This design comes from an exercise in tuning for small area, a short achievable clock period and few clock cycles per item on the open sky130 flow, not from production work.
At most, simulation tests tie the RTL to the original design; equivalence was not proved.

==> inputs of willow <==
==> flow/design.v (excerpt) <==
module adsr_envelope_generator_unit
(
  input  logic        clk,
  input  logic        rst_n,
  input  logic        in_valid,
  output logic        in_stall,
  input  logic [24:0] in_data,
  output logic        out_valid,
  input  logic        out_stall,
  output logic [26:0] out_data,
  input  logic        cfg_we,
  input  logic [2:0]  cfg_index,
  input  logic [23:0] cfg_wdata
);
==> flow/config.mk <==
export PLATFORM = sky130hd
export DESIGN_NAME = adsr_envelope_generator_unit
export DESIGN_NICKNAME = adsr_envelope_generator_unit
export VERILOG_FILES = /design/flow/design.v
export SDC_FILE = /design/flow/constraint.sdc
export NUM_CORES = 4
export LEC_CHECK = 0
export ABC_AREA = 1
export CAP_MARGIN = 20
export CORE_MARGIN = 2
export CORE_UTILIZATION = 60
export SLEW_MARGIN = 20
==> flow/constraint.sdc <==
create_clock -name core_clock -period 16.0 [get_ports {clk}]
set_input_delay 3.2000 -clock core_clock [delete_from_list [all_inputs] [get_ports {clk}]]
set_output_delay 3.2000 -clock core_clock [all_outputs]
set_load 0.01 [all_outputs]
standard.sh (not shown) runs the stock make flow with config.mk's settings and CLKGATE_MAP_FILE= SYNTH_SCRIPT=/design/flow/synth_recipe.tcl, a recipe that flattens the netlist after the stock synthesis.
==> flow/flow/run.sh <==
#!/bin/bash
# Standard layout, with timing repair aiming at a setup slack margin of 8 ns
# (the constraints and clock period are the standard flow's own, unchanged).
set -euo pipefail
bash standard.sh SETUP_SLACK_MARGIN=8 finish > standard_flow.log 2>&1
==> inputs of maple, as changes to willow <==
- ABC_AREA: 1 -> default
- CORE_UTILIZATION: 60 -> 55
==> summary of the runs <==
Of willow and maple, willow has the higher synthesized cell count (gap 13%, measured against maple).
Between maple and willow, the lower final cell count is in maple (gap 8.6%, measured against willow).
Between maple and willow, the lower critical path depth is in maple (gap 4).
Between maple and willow, the lower core utilization is in maple (gap 5.5 points).
Against maple, the count of clock-buffer cells in the layout of willow is lower by 4.
Against maple, the first-iteration DRC count of willow is higher by about 22%.
Between willow and maple, the lower via count is in maple (gap about 7%, measured against maple).
willow ran to the end with no violations. maple passed the timing, design-rule and antenna checks.
Sequential cell count is the same in maple and willow.
Against willow, the non-clock buffer count of maple is higher by 2.
==> figures <==
quantity                                                                        maple                   willow
Status                                                        complete, no violations  complete, no violations
Detailed placer's ending HPWL                                                65650 um                 65140 um
Number of inverters outside the clock class in the layout                         203                      457
Fraction of final layout cells sized beyond drive strength 1                   19.13%                   16.84%
Final period util                                                              52.02%                   49.69%
Critical path launch point                                                  s1_fall_r                s1_rise_r
Vias after detailed routing                                                     23440                    25150
Die area                                                                    48720 um2                44690 um2
CP max stage delay                                                            0.65 ns                  0.59 ns
Buffer and inverter count on the worst path                                         9                       11
Multi-input logic area                                                      20080 um2                18920 um2
Final setup skew                                                           0.01960 ns               0.02540 ns
Adder-Cell Fraction of Synth Area                                              27.98%                   28.00%
CP dominant cell by count                                                        fa_2                     fa_1
Placer Congestion                                                              0.9719                    1.009
Routed wire length per instance                                              30.06 um                 27.20 um
Worst-case setup margin in the final layout                                  7.677 ns                 8.050 ns
Number of nets in the final layout                                               3245                     3633
Cell count along the critical path                                                 33                       37
Multi-input gate count                                                           2066                     2204
Layout clock buffer count                                                          26                       22
Testbench counts of willow, summed over its fixed seeds: cycles 106,689, items 96,000.
Testbench counts of maple, summed over its fixed seeds: cycles 106,689, items 96,000.

========
==> v28: inputs <==
Another version of the RTL of adsr_envelope_generator_unit (not shown whole).
==> flow/config.mk <==
export PLATFORM = sky130hd
export DESIGN_NAME = adsr_envelope_generator_unit
export DESIGN_NICKNAME = adsr_envelope_generator_unit
export VERILOG_FILES = /design/flow/design.v
export SDC_FILE = /design/flow/constraint.sdc
export NUM_CORES = 4
export LEC_CHECK = 0
export CAP_MARGIN = 20
export CORE_MARGIN = 2
export CORE_UTILIZATION = 55
export SLEW_MARGIN = 20
==> flow/constraint.sdc <==
create_clock -name core_clock -period 16.0 [get_ports {clk}]
set_input_delay 3.2000 -clock core_clock [delete_from_list [all_inputs] [get_ports {clk}]]
set_output_delay 3.2000 -clock core_clock [all_outputs]
set_load 0.01 [all_outputs]
==> flow/flow/run.sh <==
#!/bin/bash
# Standard layout, with timing repair aiming at a setup slack margin of 7 ns
# (the constraints and clock period are the standard flow's own, unchanged).
set -euo pipefail
bash standard.sh SETUP_SLACK_MARGIN=7 finish > standard_flow.log 2>&1
==> inputs of v5, as changes to v28 <==
--- a/flow/design.v
+++ b/flow/design.v
@@ -1169,51 +1169,30 @@
   assign vb[46] = fs615;
   assign va[47] = fc616;
   assign vb[47] = hs619;
   assign va[48] = fc618;
   assign vb[48] = hc620;
   assign va[49] = 1'b1;
   assign vb[49] = 1'b0;
-  logic [24:0] lo;
-  logic        c24;
-  assign lo  = {1'b0, va[23:0]} + {1'b0, vb[23:0]};
-  assign c24 = lo[24];
+  logic [49:0] sum_full;
   logic [25:0] s;
-  assign s   = va[49:24] + vb[49:24] + {25'd0, c24};
-  assign sum = s[23:0];
-  logic [25:0] ov_hi_k, ov_hi_x, ov_hi_y, ov_hi_t;
-  assign ov_hi_k = -26'sd8388608;
-  assign ov_hi_x = va[49:24] ^ vb[49:24] ^ ov_hi_k;
-  assign ov_hi_y = (va[49:24] & vb[49:24]) | (ov_hi_k & (va[49:24] ^ vb[49:24]));
-  assign ov_hi_t = ov_hi_x + {ov_hi_y[24:0], 1'b0} + {25'd0, c24};
-  assign ov_hi = !ov_hi_t[25];
-  logic [25:0] ov_lo_k, ov_lo_x, ov_lo_y, ov_lo_t;
-  assign ov_lo_k = 26'sd8388608;
-  assign ov_lo_x = va[49:24] ^ vb[49:24] ^ ov_lo_k;
-  assign ov_lo_y = (va[49:24] & vb[49:24]) | (ov_lo_k & (va[49:24] ^ vb[49:24]));
-  assign ov_lo_t = ov_lo_x + {ov_lo_y[24:0], 1'b0} + {25'd0, c24};
-  assign ov_lo = ov_lo_t[25];
-  logic [25:0] ge_one_k, ge_one_x, ge_one_y, ge_one_t;
-  assign ge_one_k = -26'sd4194304;
-  assign ge_one_x = va[49:24] ^ vb[49:24] ^ ge_one_k;
-  assign ge_one_y = (va[49:24] & vb[49:24]) | (ge_one_k & (va[49:24] ^ vb[49:24]));
-  assign ge_one_t = ge_one_x + {ge_one_y[24:0], 1'b0} + {25'd0, c24};
-  assign ge_one = !ge_one_t[25];
-  logic [25:0] le_floor_k, le_floor_x, le_floor_y, le_floor_t;
-  assign le_floor_k = -26'sd420;
-  assign le_floor_x = va[49:24] ^ vb[49:24] ^ le_floor_k;
-  assign le_floor_y = (va[49:24] & vb[49:24]) | (le_floor_k & (va[49:24] ^ vb[49:24]));
-  assign le_floor_t = le_floor_x + {le_floor_y[24:0], 1'b0} + {25'd0, c24};
-  assign le_floor = le_floor_t[25];
-  logic [25:0] le_sus_k, le_sus_x, le_sus_y, le_sus_t;
-  assign le_sus_k = ~{3'd0, sustain};
-  assign le_sus_x = va[49:24] ^ vb[49:24] ^ le_sus_k;
-  assign le_sus_y = (va[49:24] & vb[49:24]) | (le_sus_k & (va[49:24] ^ vb[49:24]));
-  assign le_sus_t = le_sus_x + {le_sus_y[24:0], 1'b0} + {25'd0, c24};
-  assign le_sus = le_sus_t[25];
+  assign sum_full = va + vb;
+  assign s        = sum_full[49:24];
+  assign sum      = s[23:0];
+  assign ov_hi    = !s[25] && (s[24] || s[23]);
+  assign ov_lo    =  s[25] && !(s[24] && s[23]);
+  assign ge_one   = !s[25] && (s[24] || s[23] || s[22]);
+  assign le_floor =  s[25] || (s[24:9] == 16'd0 && s[8:0] <= 9'd419);
+  logic [25:0] sk, sx, sy;
+  logic [49:0]  st;
+  assign sk = ~{3'd0, sustain};
+  assign sx = va[49:24] ^ vb[49:24] ^ sk;
+  assign sy = (va[49:24] & vb[49:24]) | (sk & (va[49:24] ^ vb[49:24]));
+  assign st = {sx, va[23:0]} + {sy[24:0], 1'b0, vb[23:0]};
+  assign le_sus = st[49];
 endmodule
 module adsr_eg_core
 (
   input  logic      clk,
   input  logic      rst_n,
   input  adsr_eg_pkg::cfg_t      cfg,
   input  logic      req_valid,
==> flow/flow/run.sh (replaced) <==
#!/bin/bash
# Standard layout, with timing repair aiming at a setup slack margin of 8.5 ns
# (the constraints and clock period are the standard flow's own, unchanged).
set -euo pipefail
bash standard.sh SETUP_SLACK_MARGIN=8.5 finish > standard_flow.log 2>&1
Settings changed: ABC_AREA set to 1.
==> inputs of v10, as changes to v28 <==
--- a/flow/design.v
+++ b/flow/design.v
@@ -1169,51 +1169,30 @@
   assign vb[46] = fs615;
   assign va[47] = fc616;
   assign vb[47] = hs619;
   assign va[48] = fc618;
   assign vb[48] = hc620;
   assign va[49] = 1'b1;
   assign vb[49] = 1'b0;
-  logic [24:0] lo;
-  logic        c24;
-  assign lo  = {1'b0, va[23:0]} + {1'b0, vb[23:0]};
-  assign c24 = lo[24];
+  logic [49:0] sum_full;
   logic [25:0] s;
-  assign s   = va[49:24] + vb[49:24] + {25'd0, c24};
-  assign sum = s[23:0];
-  logic [25:0] ov_hi_k, ov_hi_x, ov_hi_y, ov_hi_t;
-  assign ov_hi_k = -26'sd8388608;
-  assign ov_hi_x = va[49:24] ^ vb[49:24] ^ ov_hi_k;
-  assign ov_hi_y = (va[49:24] & vb[49:24]) | (ov_hi_k & (va[49:24] ^ vb[49:24]));
-  assign ov_hi_t = ov_hi_x + {ov_hi_y[24:0], 1'b0} + {25'd0, c24};
-  assign ov_hi = !ov_hi_t[25];
-  logic [25:0] ov_lo_k, ov_lo_x, ov_lo_y, ov_lo_t;
-  assign ov_lo_k = 26'sd8388608;
-  assign ov_lo_x = va[49:24] ^ vb[49:24] ^ ov_lo_k;
-  assign ov_lo_y = (va[49:24] & vb[49:24]) | (ov_lo_k & (va[49:24] ^ vb[49:24]));
-  assign ov_lo_t = ov_lo_x + {ov_lo_y[24:0], 1'b0} + {25'd0, c24};
-  assign ov_lo = ov_lo_t[25];
-  logic [25:0] ge_one_k, ge_one_x, ge_one_y, ge_one_t;
-  assign ge_one_k = -26'sd4194304;
-  assign ge_one_x = va[49:24] ^ vb[49:24] ^ ge_one_k;
-  assign ge_one_y = (va[49:24] & vb[49:24]) | (ge_one_k & (va[49:24] ^ vb[49:24]));
-  assign ge_one_t = ge_one_x + {ge_one_y[24:0], 1'b0} + {25'd0, c24};
-  assign ge_one = !ge_one_t[25];
-  logic [25:0] le_floor_k, le_floor_x, le_floor_y, le_floor_t;
-  assign le_floor_k = -26'sd420;
-  assign le_floor_x = va[49:24] ^ vb[49:24] ^ le_floor_k;
-  assign le_floor_y = (va[49:24] & vb[49:24]) | (le_floor_k & (va[49:24] ^ vb[49:24]));
-  assign le_floor_t = le_floor_x + {le_floor_y[24:0], 1'b0} + {25'd0, c24};
-  assign le_floor = le_floor_t[25];
-  logic [25:0] le_sus_k, le_sus_x, le_sus_y, le_sus_t;
-  assign le_sus_k = ~{3'd0, sustain};
-  assign le_sus_x = va[49:24] ^ vb[49:24] ^ le_sus_k;
-  assign le_sus_y = (va[49:24] & vb[49:24]) | (le_sus_k & (va[49:24] ^ vb[49:24]));
-  assign le_sus_t = le_sus_x + {le_sus_y[24:0], 1'b0} + {25'd0, c24};
-  assign le_sus = le_sus_t[25];
+  assign sum_full = va + vb;
+  assign s        = sum_full[49:24];
+  assign sum      = s[23:0];
+  assign ov_hi    = !s[25] && (s[24] || s[23]);
+  assign ov_lo    =  s[25] && !(s[24] && s[23]);
+  assign ge_one   = !s[25] && (s[24] || s[23] || s[22]);
+  assign le_floor =  s[25] || (s[24:9] == 16'd0 && s[8:0] <= 9'd419);
+  logic [25:0] sk, sx, sy;
+  logic [49:0]  st;
+  assign sk = ~{3'd0, sustain};
+  assign sx = va[49:24] ^ vb[49:24] ^ sk;
+  assign sy = (va[49:24] & vb[49:24]) | (sk & (va[49:24] ^ vb[49:24]));
+  assign st = {sx, va[23:0]} + {sy[24:0], 1'b0, vb[23:0]};
+  assign le_sus = st[49];
 endmodule
 module adsr_eg_core
 (
   input  logic      clk,
   input  logic      rst_n,
   input  adsr_eg_pkg::cfg_t      cfg,
   input  logic      req_valid,
==> results by group <==
Timing
  • RSZ-0062 raised after global routing: yes
  • WHS: 0.427 ns
  • Fin crit share: 0.549

Drt
  • DRT Pass-1 Iters: 6
  • Metal1 wirelength: 34.6 mm

Status
  • Status: complete, no violations

Layout
  • N_diodes: 1

Yosys
  • Post-synthesis sequential area ratio: 0.228

Placed design
  • DP HPWL: ~67 mm
the above is filed under v10

==> results by group <==
Placed design
  • DP HPWL: 61.8 mm

Drt
  • DRT Pass-1 Iters: 19
  • Metal1 wirelength: approximately 35 mm

Yosys
  • Post-synthesis sequential area ratio: 0.226

Status
  • Status: complete, no violations

Timing
  • RSZ-0062 raised after global routing: no
the above is filed under v28

==> results by group <==
Layout
  • Sequential share of cell area: 0.182
  • N_diodes: 5

Drt
  • Initial drt markers: approximately 3500
  • DRT Pass-1 Iters: 8
  • Metal1 wirelength: approximately 37 mm

Status
  • Status: complete, no violations

Timing
  • RSZ-0062 raised after global routing: yes
  • WHS: approximately 0.42 ns
  • Fin crit share: 0.484

Setup path
  • Critical path depth: 26

Worst hold path
  • Min-delay src: s1_last_r

Placed design
  • DP HPWL: ~67 mm

Global routing
  • First-pass GRT wire length: around 150 mm
the above is filed under v5

Testbench counts of v5, summed over its fixed seeds: cycles 106,689, items 96,000.
Testbench counts of v10, summed over its fixed seeds: cycles 106,689, items 96,000.
For v28, only the layout was checked, not whether the RTL still works.

==> re-timing with driven ports <==
The results above use ideal ports. As a check the final layouts listed here were re-extracted and re-timed, cells and wires unchanged. Step 1 assumes that a clkbuf_16 drives the clock port and a buf_2 every other input. Step 2 moves the port delays by t, midway between the first and last clock arrival at a register: inputs arrive t later, outputs are due t later. That takes back most of the time a late clock gives input paths. Three values: ideal, step 1, step 2; two values: the first two.
run	t (ns)	setup slack, ns	latest minus earliest clock arrival (ns)	worst data-port slew with drivers (ns)
willow	0.550	8.050 / 8.050 / 8.050	0.026 / 0.026	0.05
maple	0.564	7.677 / 7.677 / 7.677	0.020 / 0.020	0.05
v28	0.587	7.159 / 7.159 / 7.159	0.068 / 0.068	0.04
v5	0.550	8.253 / 8.253 / 8.253	0.009 / 0.009	0.04
v10	0.558	7.216 / 7.216 / 7.216	0.036 / 0.036	0.04
After both steps every run listed still meets setup and hold.
